Source: an optimization exercise on an open RTL-to-GDS flow (aim: small area). Production flows keep margins and buffers that such runs may drop. At most, simulation tests tie the RTL to the original design; equivalence was not proved. Power figures rest on the tool's default switching activity, not on a simulated workload.

Design am_sdr_1bit_rx, start of the top module:
module am_sdr_1bit_rx #(
  parameter int PHASE_W   = 24,
  parameter int CIC_ORDER = 3,
  parameter int DEC_LOG2  = 8,
  parameter int OUT_W     = 8
) (
  input  logic               clk,
  input  logic               rst_n,
  input  logic               rf_in,
  input  logic [PHASE_W-1:0] tune_word,
  input  logic               tune_load,
  input  logic               pwm_en,
  output logic [OUT_W-1:0]   mag_out,
  output logic               mag_valid,
  output logic               pwm_out
);
export LEC_CHECK = 0
export ABC_AREA = 1
export CAP_MARGIN = 0
export CORE_MARGIN = 2
export CORE_UTILIZATION = 70
export SLEW_MARGIN = 20
create_clock -name core_clock -period 8.0 [get_ports {clk}]
standard.sh (not shown) runs the stock make flow with config.mk's settings and CLKGATE_MAP_FILE= SYNTH_SCRIPT=/design/flow/synth_recipe.tcl, a recipe that flattens the netlist after the stock synthesis.
==> flow/flow/run.sh <==
#!/bin/bash
# The standard layout (standard.sh: the standard flow's synthesis and ORFS flow), with two changes:
# clock tree synthesis without dummy loads, and the smallest buffer on each port.
# make's output goes to flow_make.log; each ORFS step keeps its own log under orfs/logs/.
set -euo pipefail
bash standard.sh \
  "CTS_ARGS=-sink_clustering_enable -repair_clock_nets -sink_clustering_size 45 -sink_clustering_max_diameter 70 -buf_list sky130_fd_sc_hd__clkbuf_16 -dont_use_dummy_load" \
  "BUFFER_PORTS_ARGS=-buffer_cell sky130_fd_sc_hd__buf_1" \
  finish > flow_make.log 2>&1
Then changed:
--- a/flow/design.v
+++ b/flow/design.v
@@ -27,59 +27,63 @@
     rca = r;
   endfunction
   logic [11:0] ph_lo, ph_hi;         
   logic        ph_c;
   logic [PHASE_W-1:0] tune_reg;
   logic [7:0]  j;                    
   logic [8:0]  jn;                   
   logic [12:0] ph_lo_n;
   logic [1:0]  lo;                   
-  logic        tick, ui, uq;
+  logic        tick, ui, uq, ui_r, uq_r;
   assign ph_lo_n = 13'(rca(26'(ph_lo), 26'(tune_reg[11:0]), 1'b0));
   assign lo      = ph_hi[11:10] + 2'(ph_c & (&ph_hi[9:0]));
   assign jn      = {1'b0, j} + 9'd1;
   assign ui      = ~(rf_in ^ lo[1]);
   assign uq      = ~(rf_in ^ lo[1] ^ lo[0]);
   logic c_clr;
   always_ff @(posedge clk or negedge rst_n) begin
     if (!rst_n) begin
       tick  <= 1'b0;
       c_clr <= 1'b1;
+      ui_r  <= 1'b0;
+      uq_r  <= 1'b0;
     end else begin
       tick  <= (j == 8'd255);
       c_clr <= (j == 8'd255);
+      ui_r  <= ui;
+      uq_r  <= uq;
     end
   end
   always_ff @(posedge clk or negedge rst_n) begin
     if (!rst_n) begin
       ph_lo    <= '0;
       ph_hi    <= '0;
       ph_c     <= 1'b0;
       tune_reg <= '0;
-      j        <= 8'd1;
+      j        <= 8'd0;
       pwm_out  <= 1'b0;
     end else begin
       ph_lo   <= ph_lo_n[11:0];
       ph_c    <= ph_lo_n[12];
       ph_hi   <= 12'(rca(26'(ph_hi), 26'(tune_reg[23:12]), ph_c));
       if (tune_load) tune_reg <= tune_word;
-      j       <= j + 8'd1;
-      pwm_out <= pwm_en & (j != 8'd0) & ~(mag_out < j);
+      j       <= jn[7:0];
+      pwm_out <= pwm_en & (j < mag_out);
     end
   end
   logic [15:0] wc;
   logic [14:0] wa;
   logic [15:0] wb;
   logic [7:0]  wa_hi;
   logic [15:0] wb_half;
   always_ff @(posedge clk or negedge rst_n) begin
     if (!rst_n)
-      wc <= 16'd3;
+      wc <= 16'd1;
     else if (j == 8'd255)
       wc <= 16'd1;
     else
       wc <= 16'(rca(26'(wc), 26'(jn), 1'b1));
   end
   always_comb begin
     wa_hi   = 8'(rca(26'(wc[14:7]), 26'({~jn[6:0], 1'b1}), 1'b0));
     wa      = {wa_hi, wc[6:0]};
     wb_half = 16'(rca(26'({jn[8] ^ jn[7], ~jn[7], jn[6:0], 7'b1000000}), 26'(16'(~wc)), 1'b1));
@@ -95,24 +99,24 @@
   assign lsb_a = ~n_dec[0];
   logic [16:0] na_i, na_q, nb_i, nb_q, nc_i, nc_q;
   always_ff @(posedge clk) begin
     c_lo_i <= nc_i[15:0];  c_c_i <= nc_i[16];
     c_lo_q <= nc_q[15:0];  c_c_q <= nc_q[16];
     c_hi_i <= c_clr ? 6'd0 : 6'(rca(26'(c_hi_i), 26'd0, c_c_i));
     c_hi_q <= c_clr ? 6'd0 : 6'(rca(26'(c_hi_q), 26'd0, c_c_q));
   end
   always_comb begin
-    na_i = 17'(rca(26'(tick ? b_lo_i : a_lo_i), 26'(wa & {15{ui}}), 1'b0));
-    na_q = 17'(rca(26'(tick ? b_lo_q : a_lo_q), 26'(wa & {15{uq}}), 1'b0));
-    nb_i = 17'(rca(26'(tick ? c_lo_i : b_lo_i), 26'(wb & {16{ui}}), 1'b0));
-    nb_q = 17'(rca(26'(tick ? c_lo_q : b_lo_q), 26'(wb & {16{uq}}), 1'b0));
-    nc_i = 17'(rca(26'(c_clr ? 16'd0 : c_lo_i), 26'(wc & {16{ui}}), 1'b0));
-    nc_q = 17'(rca(26'(c_clr ? 16'd0 : c_lo_q), 26'(wc & {16{uq}}), 1'b0));
+    na_i = 17'(rca(26'(tick ? b_lo_i : a_lo_i), 26'(wa & {15{ui_r}}), 1'b0));
+    na_q = 17'(rca(26'(tick ? b_lo_q : a_lo_q), 26'(wa & {15{uq_r}}), 1'b0));
+    nb_i = 17'(rca(26'(tick ? c_lo_i : b_lo_i), 26'(wb & {16{ui_r}}), 1'b0));
+    nb_q = 17'(rca(26'(tick ? c_lo_q : b_lo_q), 26'(wb & {16{uq_r}}), 1'b0));
+    nc_i = 17'(rca(26'(c_clr ? 16'd0 : c_lo_i), 26'(wc & {16{ui_r}}), 1'b0));
+    nc_q = 17'(rca(26'(c_clr ? 16'd0 : c_lo_q), 26'(wc & {16{uq_r}}), 1'b0));
   end
   always_ff @(posedge clk or negedge rst_n) begin
     if (!rst_n) begin
       a_lo_i <= 16'h29c0; a_lo_q <= 16'h29c0; a_hi_i <= 9'h06b; a_hi_q <= 9'h06b;
       b_lo_i <= 16'hd63f; b_lo_q <= 16'hd63f; b_hi_i <= 8'h15;  b_hi_q <= 8'h15;
       a_c_i <= 1'b0; a_c_q <= 1'b0; b_c_i <= 1'b0; b_c_q <= 1'b0;
       n_dec  <= 2'd0;
     end else begin
       a_lo_i <= na_i[15:0];  a_c_i <= na_i[16];
@@ -175,14 +179,14 @@
     if (tick) mag_pend <= cmp[9] ? sum1[7:0] : sum2[7:0];
   end
   logic seen;                        
   assign seen = (n_dec != 2'd0);
   always_ff @(posedge clk or negedge rst_n) begin
     if (!rst_n) begin
       mag_out   <= '0;
       mag_valid <= 1'b0;
     end else begin
-      mag_valid <= seen & (j == 8'd4);
-      if (seen & (j == 8'd4)) mag_out <= mag_pend;
+      mag_valid <= seen & (j == 8'd3);
+      if (seen & (j == 8'd3)) mag_out <= mag_pend;
     end
   end
 endmodule
The new run went through all stages and came out clean.
Worst setup slack gains 0.39 ns.
Count of clock-buffer cells in the layout is unchanged.
Total power decreases by 4.0%.
Design area decreases by 0.67%.
Non-clock buffer count decreases by 3.
Synthesized cell count decreases by 0.96%.
Sequential power hardly moves.
Routed wire length decreases by 0.57%.
Combinational power decreases by 10%.
Cell count decreases by 1.1%.
Via count decreases by 2.4%.
Die area is about the same.
Only the layout flow was run in the first run of this note; the RTL was not checked for function there.

## afterwards: timing with drivers on the ports
The flow's constraints put no driver on any port. The routed layouts listed below were extracted and timed again, unchanged, in two steps.
Step 1: set_driving_cell puts a clkbuf_16 on clk and a buf_2 on each other input, an assumption about the parent block.
Step 2 adds t to the input delays and takes it off the output delays; t is the mean of the earliest and latest rising clock arrival at the registers after step 1. Input paths then give back, and output paths get back, about the clock's delay inside the block.
Slacks: ideal / step 1 / step 2; pairs: ideal / step 1.
run | shift t [ns] | slack for setup (ns) | worst setup path at the end
the first run | 0.524 | 0.353 / 0.373 / -0.151 | input to register
the second run | 0.530 | 0.742 / 0.742 / 0.742 | register to register
Met with ideal ports but missed after step 2: setup timing in the first run. For the first run, which loses most, drivers alone change the setup slack by +0.020 ns; drivers and shift together by -0.504 ns.
